Source: an optimization exercise on an open RTL-to-GDS flow (aim: small area, a short achievable clock period and few clock cycles per item). Production flows keep margins and buffers that such runs may drop. At most, simulation tests tie the RTL to the original design; equivalence was not proved. No activity file was given, so power comes from the tool's default toggle rates.

==> wip/quartz: inputs <==
// integer_to_radix_text
module integer_to_radix_text (
  input  wire logic        clk,
  input  wire logic        rst,
  input  wire logic        in_valid,
  output logic             in_ready,
  input  wire logic [63:0] value,
  input  wire logic [7:0]  radix,
  input  wire logic        signed_mode,
  input  wire logic [7:0]  min_digits,
  output logic             out_valid,
  input  wire logic        out_ready,
  output logic [63:0]      text_chunk,
  output logic [3:0]       chunk_bytes,
  output logic             last_chunk
);
  localparam int NC = irt_pkg::NCELL;
  localparam int NO = irt_pkg::NODD;
  localparam logic [2:0] C_IDLE = 3'd0;
  localparam logic [2:0] C_S1   = 3'd1;
  localparam logic [2:0] C_S2   = 3'd2;
  localparam logic [2:0] C_S3   = 3'd3;
  localparam logic [2:0] C_WAIT = 3'd4;
  localparam logic [2:0] C_DD   = 3'd5;
  logic [2:0]  cst;
  logic [63:0] v;           
  logic        negc;        
  logic        odd;         
  logic [5:0]  aw [7];      
  logic [6:0]  kr;          
  logic [5:0]  m1;          
  logic [6:0]  c1;          
  logic [5:0]  msb0;        
  logic        nz0;         
  logic        onesz;       
  logic        isz;         
  logic [1:0]  jcap;        
  logic [2:0]  acc;         
  logic [1:0]  pn;          
  logic [12:0] mx, my;      
  ...
export LEC_CHECK = 0
export CAP_MARGIN = 20
export CORE_MARGIN = 2
export CORE_UTILIZATION = 40
export SETUP_SLACK_MARGIN = 1.6
export SLEW_MARGIN = 20
create_clock -name core_clock -period 5.0 [get_ports {clk}]
run.sh (not shown) runs the stock make flow with config.mk's settings and CLKGATE_MAP_FILE= SYNTH_SCRIPT=/design/flow/synth_recipe.tcl, a recipe that flattens the netlist after the stock synthesis.
==> wip/juniper: changes against wip/quartz <==
--- a/flow/design.v
+++ b/flow/design.v
@@ -28,57 +28,39 @@
     logic ge10, ge25;
     logic [3:0] lo;
     ge10 = d[5] | d[4] | (d[3] & (d[2] | d[1]));
     ge25 = d[5] | (d[4] & d[3] & (d[2] | d[1] | d[0]));
     lo   = d[3:0] + (ge10 ? 4'd7 : 4'd0);
     digit_char = {1'b0, ge10, 1'b1, !ge10 | ge25, lo};
   endfunction
-  function automatic logic [5:0] la_add(input logic [5:0] a, input logic [5:0] b,
-                                        input logic ci, input int w);
-    logic [5:0] g, p, c, s;
-    logic       t, term;
-    g = a & b;
-    p = a | b;
-    for (int k = 0; k < 6; k++) begin
-      t = ci;
-      for (int j = 0; j < k; j++) t = t & p[j];
-      for (int j = 0; j < k; j++) begin
-        term = g[j];
-        for (int i = j + 1; i < k; i++) term = term & p[i];
-        t = t | term;
-      end
-      c[k] = t;
-    end
-    s = a ^ b ^ c;
-    for (int k = 0; k < 6; k++) if (k >= w) s[k] = 1'b0;
-    la_add = s;
-  endfunction
   function automatic logic [6:0] msb_index(input logic [63:0] x);
     logic [7:0] nz;
-    logic [2:0] hi, lo;
-    logic [7:0] blk;
-    for (int b = 0; b < 8; b++) nz[b] = |x[b*8 +: 8];
+    logic [2:0] lo [8];
+    logic [2:0] hi;
+    for (int b = 0; b < 8; b++) begin
+      nz[b] = |x[b*8 +: 8];
+      lo[b] = 3'd0;
+      for (int i = 1; i < 8; i++) if (x[b*8 + i]) lo[b] = 3'(i);
+    end
     hi = 3'd0;
     for (int b = 1; b < 8; b++) if (nz[b]) hi = 3'(b);
-    blk = x[hi*8 +: 8];
-    lo = 3'd0;
-    for (int b = 1; b < 8; b++) if (blk[b]) lo = 3'(b);
-    msb_index = {|nz, hi, lo};
+    msb_index = {|nz, hi, lo[hi]};
   endfunction
   function automatic logic [5:0] low_bit(input logic [63:0] x);
     logic [7:0] nz;
-    logic [2:0] hi, lo;
-    logic [7:0] blk;
-    for (int b = 0; b < 8; b++) nz[b] = |x[b*8 +: 8];
+    logic [2:0] lo [8];
+    logic [2:0] hi;
+    for (int b = 0; b < 8; b++) begin
+      nz[b] = |x[b*8 +: 8];
+      lo[b] = 3'd7;
+      for (int i = 6; i >= 0; i--) if (x[b*8 + i]) lo[b] = 3'(i);
+    end
     hi = 3'd7;
     for (int b = 6; b >= 0; b--) if (nz[b]) hi = 3'(b);
-    blk = x[hi*8 +: 8];
-    lo = 3'd7;
-    for (int b = 6; b >= 0; b--) if (blk[b]) lo = 3'(b);
-    low_bit = {hi, lo};
+    low_bit = {hi, lo[hi]};
   endfunction
   function automatic logic [25:0] csa_np(input logic [6:0] a, input logic [6:0] k,
                                          input logic nz, input logic cr);
     logic t1, t2, t3, t4, t5, t6, t7, t8, t9, t10, t11, t12, t13, t14, t15, t16, t17, t18, t19, t20, t21, t22, t23, t24, t25, t26, t27, t28, t29, t30, t31, t32, t33, t34, t35, t36, t37, t38, t39, t40, t41, t42, t43, t44, t45, t46, t47, t48, t49, t50, t51, t52, t53, t54, t55, t56, t57, t58, t59, t60, t61, t62, t63, t64, t65, t66, t67, t68, t69, t70, t71, t72, t73, t74, t75, t76, t77, t78, t79, t80, t81, t82, t83, t84, t85, t86, t87, t88, t89, t90, t91, t92, t93, t94, t95, t96, t97, t98, t99, t100, t101, t102, t103, t104, t105, t106, t107, t108, t109, t110, t111, t112, t113, t114, t115, t116, t117, t118, t119, t120, t121, t122, t123, t124, t125, t126, t127, t128, t129, t130, t131, t132, t133, t134, t135, t136, t137, t138, t139, t140, t141, t142, t143, t144, t145, t146, t147, t148, t149, t150, t151, t152, t153, t154, t155, t156, t157, t158, t159, t160, t161, t162, t163, t164, t165, t166, t167;
     logic [12:0] x, y;
     t1 = a[0] & k[0];
     t2 = a[0] & k[1];
@@ -455,40 +437,40 @@
   logic        dd_start;
   logic [8:0]  eh_n;
   logic [7:0]  el_n;
   logic        inj_n [NC];
   logic        prew  [NC];
   logic [2:0]  acc_n;
   logic        nbit_n;
+  logic        nbit_c;
   always_comb begin
     dd_start = (cst_n == C_DD) && (cst != C_DD);
     for (int b = 0; b < 9; b++) eh_n[b] = (cst == C_S3) ? eoh_hi[b] : e_hin[b];
     for (int b = 0; b < 8; b++) el_n[b] = (cst == C_S3) ? eoh_lo[b] : e_lo[b];
     for (int i = 0; i < NC; i++) begin
       inj_n[i] = eh_n[i/8] && el_n[i%8] && (ptr_n != 7'd0) && (cst_n == C_DD);
       prew[i]  = eh_n[i/8] && el_n[i%8] && dd_start;
     end
     acc_n = take ? {acc[1:0], nbit} : acc;
-    if (cst == C_S1)                          nbit_n = (p_c != 2'd0) ? sbit : lone;
-    else if (take || ((cst == C_DD) && ptr_nz)) nbit_n = fbit;
-    else                                      nbit_n = nbit;
+    nbit_c = (take || ((cst == C_DD) && ptr_nz)) ? fbit : nbit;
+    nbit_n = (cst == C_S1) ? ((p_c != 2'd0) ? sbit : lone) : nbit_c;
   end
   always_ff @(posedge clk) begin
     for (int i = 0; i < NC; i++) begin
       if ((cst == C_DD) && stepc[i]) begin
         dcell[i] <= dnext[i] & 6'((1 << irt_pkg::cell_w(i)) - 1);
       end else if (prew[i]) begin
         dcell[i] <= {3'd0, acc_n} & 6'((1 << irt_pkg::cell_w(i)) - 1);
       end else if (pop) begin
         dcell[i] <= ((i + 8 < NC) && !((i < 2) && last_ld)) ?
                     (dcell[(i+8) % NC] & 6'((1 << irt_pkg::cell_w(i)) - 1)) : 6'd0;
       end
     end
     for (int i = 1; i <= NO; i++) begin
-      creg[i] <= odd && (((cst == C_DD) && stepc[i] && cout[i]) || (inj_n[i-1] && nbit_n));
+      creg[i] <= odd && (((cst == C_DD) && stepc[i] && cout[i]) || (inj_n[i-1] && nbit_c));
     end
     creg[0] <= 1'b0;
   end
   logic [6:0] ptr_n;
   logic [6:0] blen_c;
   logic       lbig, lone;
   logic [1:0] lsm1;
==> flow/config.mk (replaced) <==
export PLATFORM = sky130hd
export DESIGN_NAME = integer_to_radix_text
export DESIGN_NICKNAME = integer_to_radix_text
export VERILOG_FILES = /design/flow/design.v
export SDC_FILE = /design/flow/constraint.sdc
export NUM_CORES = 4
export LEC_CHECK = 0
export CAP_MARGIN = 20
export CORE_MARGIN = 2
export CORE_UTILIZATION = 60
export PLACE_DENSITY = 0.72
export SETUP_SLACK_MARGIN = 1.6
export SLEW_MARGIN = 20
==> wip/raven: changes against wip/quartz <==
--- a/flow/design.v
+++ b/flow/design.v
@@ -312,16 +312,15 @@
   logic [1:0]  jcap;        
   logic [2:0]  acc;         
   logic [1:0]  pn;          
   logic [12:0] mx, my;      
   logic [5:0]  lowb;        
   logic [6:0]  np1;         
   logic [2:0]  pp;          
-  logic        padr;        
-  logic [5:0]  hu;          
+  logic [3:0]  q8;          
   logic [6:0]  ecell;       
   logic [8:0]  e_hin;       
   logic [7:0]  e_lo;        
   logic [6:0]  ptr;         
   logic [6:0]  lr;          
   logic [1:0]  pr;          
   logic [6:0]  fidx;        
@@ -363,40 +362,25 @@
   logic [5:0]  lowb_c;
   logic        onesz_c;
   logic [5:0]  hu_c;
   logic        padded;
   logic        lo_wrap;
   logic [6:0]  e_c;
   logic [2:0]  pp_c;
-  logic [7:0]  nlo_oh, clo_oh, eoh_lo;
-  logic [8:0]  nhi_oh, eoh_hi;
-  logic        hi_up;
   always_comb begin
     vin     = value ^ {64{neg_in}};
     lowb_c  = irt_pkg::low_bit(value);
     msb0_c  = irt_pkg::msb_index(vin);
     onesz_c = neg_in && !(|(vin[63:1] & ~vin[62:0]));
     hu_c    = 6'((7'(rad_in) + 7'd1) >> 1);
     padded  = ({1'b0, m1} > np1);
     lo_wrap = (c1[2:0] < np1[2:0]);
     if (padded) e_c = {np1[6:3] + {3'd0, lo_wrap}, c1[2:0]};
     else        e_c = np1 + {6'd0, negc};
     pp_c = padded ? 3'(c1[2:0] - np1[2:0]) : {2'd0, negc};
-    for (int b = 0; b < 8; b++) begin
-      nlo_oh[b] = (np1[2:0] == 3'(b));
-      clo_oh[b] = (c1[2:0] == 3'(b));
-    end
-    for (int b = 0; b < 9; b++) nhi_oh[b] = (np1[6:3] == 4'(b));
-    for (int b = 0; b < 8; b++) begin
-      eoh_lo[b] = padded ? clo_oh[b] : (negc ? nlo_oh[(b+7) % 8] : nlo_oh[b]);
-    end
-    hi_up = padded ? lo_wrap : (negc && nlo_oh[7]);
-    for (int b = 0; b < 9; b++) begin
-      eoh_hi[b] = hi_up ? ((b == 0) ? 1'b0 : nhi_oh[(b+8) % 9]) : nhi_oh[b];
-    end
   end
   logic        load_o;      
   logic        last_ld;     
   logic        pop;
   logic        cells_free;
   logic [4:0]  sumh  [NC];
   logic        cin   [NC];
@@ -457,16 +441,16 @@
   logic [7:0]  el_n;
   logic        inj_n [NC];
   logic        prew  [NC];
   logic [2:0]  acc_n;
   logic        nbit_n;
   always_comb begin
     dd_start = (cst_n == C_DD) && (cst != C_DD);
-    for (int b = 0; b < 9; b++) eh_n[b] = (cst == C_S3) ? eoh_hi[b] : e_hin[b];
-    for (int b = 0; b < 8; b++) el_n[b] = (cst == C_S3) ? eoh_lo[b] : e_lo[b];
+    for (int b = 0; b < 9; b++) eh_n[b] = (cst == C_S3) ? (e_c[6:3] == 4'(b)) : e_hin[b];
+    for (int b = 0; b < 8; b++) el_n[b] = (cst == C_S3) ? (e_c[2:0] == 3'(b)) : e_lo[b];
     for (int i = 0; i < NC; i++) begin
       inj_n[i] = eh_n[i/8] && el_n[i%8] && (ptr_n != 7'd0) && (cst_n == C_DD);
       prew[i]  = eh_n[i/8] && el_n[i%8] && dd_start;
     end
     acc_n = take ? {acc[1:0], nbit} : acc;
     if (cst == C_S1)                          nbit_n = (p_c != 2'd0) ? sbit : lone;
     else if (take || ((cst == C_DD) && ptr_nz)) nbit_n = fbit;
@@ -544,50 +528,48 @@
     else if ((cst == C_DD) && (ptr <= 7'd1)) act_n = act - 7'd1;
     pp_n  = (cst == C_S3) ? pp_c : pp;
     odd_n = odd;
   end
   always_ff @(posedge clk) begin
     cst       <= cst_n;
     dd_done_q <= (cst_n == C_IDLE) ||
-                 ((cst_n == C_DD) && (ptr_n <= 7'd1) &&
-                  (!odd_n || ((cst == C_S3) ? (np1 == 7'd0) : (act_n == {4'd0, pp}))));
+                 ((cst_n == C_DD) && (ptr_n <= 7'd1) && (!odd_n || (act_n == {4'd0, pp_n})));
   end
   always_ff @(posedge clk) begin
     if (accept) begin
       v     <= vin;
       negc  <= neg_in;
       odd   <= rad_in[0];
-      hu    <= hu_c;
+      for (int w = 2; w <= 6; w++) begin
+        aw[w] <= (hu_c <= 6'(1 << (w - 1))) ? 6'(6'(1 << (w - 1)) - hu_c) : 6'd0;
+      end
       kr    <= irt_pkg::max_digits(rad_in);
       jcap  <= (rad_in >= 6'd8) ? 2'd3 : ((rad_in >= 6'd4) ? 2'd2 : 2'd1);
       msb0  <= msb0_c[5:0];
       nz0   <= msb0_c[6];
       onesz <= onesz_c;
       lowb  <= lowb_c;
       m1    <= 6'(mdig_in - 7'd1);
       c1    <= mdig_in - 7'd1 + {6'd0, neg_in};
     end
     case (cst)
       C_S1: begin
-        for (int w = 2; w <= 6; w++) begin
-          aw[w] <= (hu <= 6'(1 << (w - 1))) ? 6'(6'(1 << (w - 1)) - hu) : 6'd0;
-        end
         isz           <= !nz0 && !onesz;
         lr            <= blen_c;
         pr            <= p_c;
         {mx, my}      <= irt_pkg::csa_np({1'b0, msb0}, kr, nz0, onesz);
       end
       C_S2: begin
         np1 <= isz ? 7'd0 : irt_pkg::add_hi(mx, my);
       end
       C_S3: begin
         ecell <= e_c;
         pp    <= pp_c;
-        padr  <= padded;
-        e_lo  <= eoh_lo;
+        q8    <= padded ? (c1[6:3] - e_c[6:3]) : 4'd0;
+        for (int b = 0; b < 8; b++) e_lo[b] <= (e_c[2:0] == 3'(b));
       end
       C_DD: begin
       end
       default: begin
       end
     endcase
     act   <= act_n;
@@ -604,15 +586,15 @@
     end
     if (take) begin
       acc <= acc_n;
       pn  <= pn - 2'd1;
     end
     ptr_nz <= (ptr_n != 7'd0);
     for (int b = 0; b < 9; b++) begin
-      e_hin[b] <= eh_n[b] && (ptr_n != 7'd0);
+      e_hin[b] <= ((cst == C_S3) ? (e_c[6:3] == 4'(b)) : e_hin[b]) && (ptr_n != 7'd0);
     end
   end
   logic [63:0] chunk_c;
   logic [3:0]  bytes_c;
   logic [6:0]  rem_c;       
   assign load_o  = busy_e && !fix_e && (!out_valid || out_ready);
   assign rem_c   = last_e - 7'(sk_e);
@@ -652,15 +634,15 @@
       end else if (out_ready) begin
         out_valid <= 1'b0;
       end
       if ((cst == C_DD) && dd_done) begin
         busy_e  <= 1'b1;
         neg_e   <= negc;
         first_e <= 1'b1;
-        q8_e    <= padr ? (c1[6:3] - ecell[6:3]) : 4'd0;
+        q8_e    <= q8;
         last_e  <= ecell;
         fix_e   <= 1'b1;
         pp_e    <= pp;
         al1_e   <= (np1 > 7'(m1));
         al2_e   <= (np1 > 7'(m1) + 7'd1);
       end else if (fix_e) begin
         fix_e   <= 1'b0;
--- a/flow/config.mk
+++ b/flow/config.mk
@@ -4,9 +4,9 @@
 export VERILOG_FILES = /design/flow/design.v
 export SDC_FILE = /design/flow/constraint.sdc
 export NUM_CORES = 4
 export LEC_CHECK = 0
 export CAP_MARGIN = 20
 export CORE_MARGIN = 2
 export CORE_UTILIZATION = 40
-export SETUP_SLACK_MARGIN = 1.6
+export SETUP_SLACK_MARGIN = 1.4
 export SLEW_MARGIN = 20
==> notes <==
Against wip/quartz, the synthesized cell count of wip/juniper is higher by 7.0%.
Against wip/juniper, the first-iteration DRC count of wip/quartz is lower by about 40%.
Between wip/raven and wip/quartz, the lower sequential power is in wip/quartz (gap about 19%, measured against wip/quartz).
Power: wip/quartz < wip/juniper < wip/raven.
Between wip/quartz and wip/raven, the lower flip-flop and latch count is in wip/raven (gap 3).
Register-to-register slack, highest first: wip/juniper, wip/raven, wip/quartz.
wip/quartz completed without violations. wip/juniper finished with timing, DRC and antenna clean. wip/raven finished with timing, DRC and antenna clean.
Area after synthesis: wip/juniper > wip/quartz > wip/raven.
Maximum frequency: wip/juniper > wip/raven > wip/quartz.
The lowest clock power belongs to wip/quartz, the highest to wip/juniper.
Testbench counts of wip/quartz, summed over its fixed seeds: cycles 7,796, items 384.
Testbench counts of wip/juniper, summed over its fixed seeds: cycles 7,796, items 384.
The RTL of wip/raven was laid out without a check of its function.

[afterwards: timing with drivers on the ports]
No port has a modelled driver above. Below, the same layouts with a new extraction and two added sets of constraints.
Step 1 (the two cells are an assumption about what drives the block):
set clk [get_ports {clk}]
set_driving_cell -lib_cell sky130_fd_sc_hd__clkbuf_16 $clk
set_driving_cell -lib_cell sky130_fd_sc_hd__buf_2 [delete_from_list [all_inputs] $clk]
Step 2, shift: input delay + t, output delay - t, t = (earliest + latest rising clock arrival at the registers) / 2. This alone moves slack from input paths to output paths.
Three values: no drivers, after step 1, after step 2; two values: the first two.
run	t (ns)	setup slack, ns	worst register clock-pin slew, ns	worst slew at a driven data input, ns
wip/quartz	0.710	1.342 / 1.342 / 0.930	0.06 / 0.06	0.06
wip/juniper	0.694	1.600 / 1.600 / 0.961	0.07 / 0.07	0.05
wip/raven	0.703	1.437 / 1.437 / 0.834	0.06 / 0.06	0.05
After both steps setup and hold are still met in every run listed. The setup slack of wip/juniper, which loses most, moves by 0.000 ns with the drivers and by -0.639 ns with both steps.
